Source: an optimization exercise on an open RTL-to-GDS flow (aim: small area and a short achievable clock period). Production flows keep margins and buffers that such runs may drop.
Only simulation tests tie the RTL to the original design; equivalence was not proved.

Setup of v52:
Design iir_biquad_mc, start of the top module:
module iir_biquad_mc #(
  parameter int W    = 14,
  parameter int FRAC = 11,
  parameter int CH   = 4,
  parameter int CHW  = (CH > 1) ? $clog2(CH) : 1
) (
  input  logic           CLK,
  input  logic           RST,
  input  logic [W-1:0]   DIN,
  input  logic           VIN,
  input  logic [CHW-1:0] CH_IN,
  input  logic [W-1:0]   B0,
  input  logic [W-1:0]   B1,
  input  logic [W-1:0]   B2,
  input  logic [W-1:0]   A1,
  input  logic [W-1:0]   A2,
  input  logic           BYPASS,
  input  logic           CLR,
  input  logic [CHW-1:0] CLR_CH,
  output logic [W-1:0]   DOUT,
  output logic           VOUT,
  output logic [CHW-1:0] CH_OUT,
  output logic           SAT,
  input  logic           SAT_CLR
);
Size in the first run: roughly 3600 cells after synthesis, roughly 240 flip-flops, about 110 I/O pins, about 0.031 mm² of cells after synthesis.
clock: 22.0 ns
lec_check: 0
abc_area: 1
cap_margin: 20
core_margin: 2
core_utilization: 40
slew_margin: 20
synth_hierarchical: 1
standard.sh (not shown) runs the stock make flow with config.mk's settings and CLKGATE_MAP_FILE= SYNTH_SCRIPT=/design/flow/synth_recipe.tcl, a recipe that flattens the netlist after the stock synthesis.
==> flow/flow/run.sh <==
#!/bin/bash
# The standard layout (standard.sh: the standard synthesis, floorplan, placement, CTS and
# routing), with repair_timing asked for a larger setup slack margin so that it sizes the
# critical paths, and only the worst path repaired (no TNS repair) to keep the area down.
# The make output goes to flow_make.log; ORFS writes each step's log under orfs/logs/.
set -euo pipefail
bash standard.sh SETUP_SLACK_MARGIN=15 TNS_END_PERCENT=0 finish > flow_make.log 2>&1
Edits applied to the flow inputs when going from v52 to v58:
==> flow/run.sh (new file) <==
#!/bin/bash
# synth_recipe.tcl (not shown) runs the flow's synth.tcl, then flattens the netlist and writes it again
# the make line also repeats each setting of config.mk as NAME=value (left out here)
make -C /OpenROAD-flow-scripts/flow DESIGN_CONFIG=/design/flow/config.mk WORK_HOME=/design/flow/orfs CLKGATE_MAP_FILE= SYNTH_SCRIPT=/design/flow/synth_recipe.tcl finish
removed: flow/flow/run.sh
removed: flow/standard.sh
Results
Summary of v58 over v52: clock slew seen by the registers of the worst setup and hold paths flat; cell count fell by 150; global-route wire length before repair now sits lower; fmax shrank by 17%; longest individual stage delay on the worst path +0.06 ns. Worst setup path endpoint = fbc_q[5]: v52; worst setup path endpoint = fbc_q[4]: v58. Every stage of the flow completed for v58, and the final layout passed the timing, design-rule and antenna checks. Sequential share of layout area was higher in v58 than in v52. Between v58 and v52, the number of placed instances with taps included figures differ only marginally.
The following lists how v1 was set up differently from v58:
==> flow/flow/run.sh (new file) <==
#!/bin/bash
# The standard layout (standard.sh: the standard synthesis, floorplan, placement, CTS and
# routing), with repair_timing asked for a larger setup slack margin so that it sizes the
# critical paths, and only the worst path repaired (no TNS repair) to keep the area down.
# The make output goes to flow_make.log; ORFS writes each step's log under orfs/logs/.
set -euo pipefail
bash standard.sh SETUP_SLACK_MARGIN=16 TNS_END_PERCENT=0 finish > flow_make.log 2>&1
==> flow/standard.sh (new file) <==
#!/bin/bash
# synth_recipe.tcl (not shown) runs the flow's synth.tcl, then flattens the netlist and writes it again
# the make line also repeats each setting of config.mk as NAME=value (left out here)
make -C /OpenROAD-flow-scripts/flow DESIGN_CONFIG=/design/flow/config.mk WORK_HOME=/design/flow/orfs CLKGATE_MAP_FILE= SYNTH_SCRIPT=/design/flow/synth_recipe.tcl "${@:-finish}"
removed: flow/run.sh
Notes after the runs:
- Of v1 and v58, the higher number of CTS-inserted buffers belongs to v58.
- There was hardly any difference in hold slack between v1 and v58.
- v58 → v1: flip-flop and latch share of the layout cell area fell 0.95 points, logic depth of the worst path, buffers included rose 1.
- Share of cell area taken by multi-input logic gates: v1 < v58
- v1 -> v58: number of nets with antenna violations after routing delta 0, exact match

========
iir_biquad_mc, a different RTL version from the one above (not shown whole).
Size in the first run: roughly 3800 cells after synthesis, ~110 I/O pins, about 0.032 mm² of cells after synthesis.
export LEC_CHECK = 0
export ABC_AREA = 1
export CAP_MARGIN = 20
export CORE_MARGIN = 2
export CORE_UTILIZATION = 60
export CTS_BUF_LIST = sky130_fd_sc_hd__clkbuf_8
export SLEW_MARGIN = 20
export SYNTH_HIERARCHICAL = 1
create_clock -name core_clock -period 22.0 [get_ports {CLK}]
==> flow/flow/run.sh <==
#!/bin/bash
# The standard layout (standard.sh: the standard synthesis, floorplan, placement, CTS and
# routing) with two changes to how it is made:
#  - repair_timing is asked for a larger setup slack margin, so that it sizes the critical
#    paths; only the worst path is repaired (no TNS repair) to keep the area down;
#  - the port buffers are buf_2 cells instead of the delay cells buffer_ports picks by default.
# The make output goes to flow_make.log; ORFS writes each step's log under orfs/logs/.
set -euo pipefail
bash standard.sh SETUP_SLACK_MARGIN=15 TNS_END_PERCENT=0 \
  'BUFFER_PORTS_ARGS=-buffer_cell sky130_fd_sc_hd__buf_2' finish > flow_make.log 2>&1
Next try:
--- a/flow/config.mk
+++ b/flow/config.mk
@@ -11 +11 @@
-export CORE_UTILIZATION = 60
+export CORE_UTILIZATION = 40
=>
- The changed run completed without violations
- synthesized area stays the same
- count of clock-buffer cells in the layout came out higher by 7
- cell area rose slightly
- worst setup slack is better by 0.17 ns
- die area rises by well over a third
- wire length is lower by a few percent
- global-route usage decreases by 15 points

========
Setup of build 55:
iir_biquad_mc with an RTL version that a note above also has.
For scale: roughly 3600 cells after synthesis, ~110 I/O pins, ~31000 um2 of cells after synthesis.
// iir_biquad_mc
module iir_biquad_mc #(
  parameter int W    = 14,
  parameter int FRAC = 11,
  parameter int CH   = 4,
  parameter int CHW  = (CH > 1) ? $clog2(CH) : 1
) (
  input  logic           CLK,
  input  logic           RST,
  input  logic [W-1:0]   DIN,
  input  logic           VIN,
  input  logic [CHW-1:0] CH_IN,
  input  logic [W-1:0]   B0,
  input  logic [W-1:0]   B1,
  input  logic [W-1:0]   B2,
  input  logic [W-1:0]   A1,
  input  logic [W-1:0]   A2,
  input  logic           BYPASS,
  input  logic           CLR,
  input  logic [CHW-1:0] CLR_CH,
  output logic [W-1:0]   DOUT,
  output logic           VOUT,
  output logic [CHW-1:0] CH_OUT,
  output logic           SAT,
  input  logic           SAT_CLR
);
clock: 22.0 ns
lec_check: 0
abc_area: 1
cap_margin: 20
core_margin: 2
core_utilization: 40
cts_buf_list: sky130_fd_sc_hd__clkbuf_8
slew_margin: 20
synth_hierarchical: 1
Scripts as last shown in full above: flow/flow/run.sh
Looking at the reports, build 55 completed the entire flow and the layout it produced met the timing, design-rule and antenna checks.
Input changes introduced in build 13 (baseline for comparison: build 55):
# build 55
export LEC_CHECK = 0
export ABC_AREA = 1
export CAP_MARGIN = 20
export CORE_MARGIN = 2
export CORE_UTILIZATION = 40
export CTS_BUF_LIST = sky130_fd_sc_hd__clkbuf_8
export SLEW_MARGIN = 20
export SYNTH_HIERARCHICAL = 1
create_clock -name core_clock -period 22.0 [get_ports {CLK}]
# build 13
export LEC_CHECK = 0
export ABC_AREA = 1
export CAP_MARGIN = 20
export CORE_MARGIN = 2
export CORE_UTILIZATION = 40
export SLEW_MARGIN = 20
export SYNTH_HIERARCHICAL = 1
create_clock -name core_clock -period 22.0 [get_ports {CLK}]
==> flow/flow/run.sh <==
#!/bin/bash
# The standard layout (standard.sh: the standard synthesis, floorplan, placement, CTS and
# routing), with repair_timing asked for a larger setup slack margin so that it sizes the
# critical paths, and only the worst path repaired (no TNS repair) to keep the area down.
# The make output goes to flow_make.log; ORFS writes each step's log under orfs/logs/.
set -euo pipefail
bash standard.sh SETUP_SLACK_MARGIN=14 TNS_END_PERCENT=0 finish > flow_make.log 2>&1
Results
Note that the count of clock-buffer cells in the layout recorded for build 13 amounts to 0.65 times the value seen in build 55. Build 13 against build 55; met2 layer wire length in the routed design is up by a few percent. Build 13 ended up with more standard cells than build 55.

-- port drivers added, routing unchanged --
How much do the figures lean on ideal ports? The routed layouts below were timed once more, with nothing changed but the port constraints. Step 1 (the two cells are an assumption about what drives the block):
set clk [get_ports {CLK}]
set_driving_cell -lib_cell sky130_fd_sc_hd__clkbuf_16 $clk
set_driving_cell -lib_cell sky130_fd_sc_hd__buf_2 [delete_from_list [all_inputs] $clk]
Step 2, shift: input delay + t, output delay - t, t = (earliest + latest rising clock arrival at the registers) / 2. This alone moves slack from input paths to output paths. a / b / c = ideal / step 1 / step 2; a / b = the first two.
run | t (ns) | setup WS [ns] | cell pins on the clock port's net
v52 | 0.651 | 13.693 / 13.604 / 12.952 | 1
v58 | 0.659 | 12.008 / 12.045 / 11.386 | 1
v1 | 0.651 | 13.693 / 13.604 / 12.952 | 1
the first run of note 2 | 0.735 | 14.199 / 14.084 / 13.349 | 1
the second run of note 2 | 0.774 | 14.368 / 14.370 / 13.596 | 1
build 55 | 0.690 | 13.614 / 13.612 / 12.922 | 1
build 13 | 0.651 | 13.693 / 13.604 / 12.952 | 1
After both steps setup and hold are still met in every run listed. For the first run of note 2, which loses most, drivers alone change the setup slack by -0.115 ns; drivers and shift together by -0.850 ns.
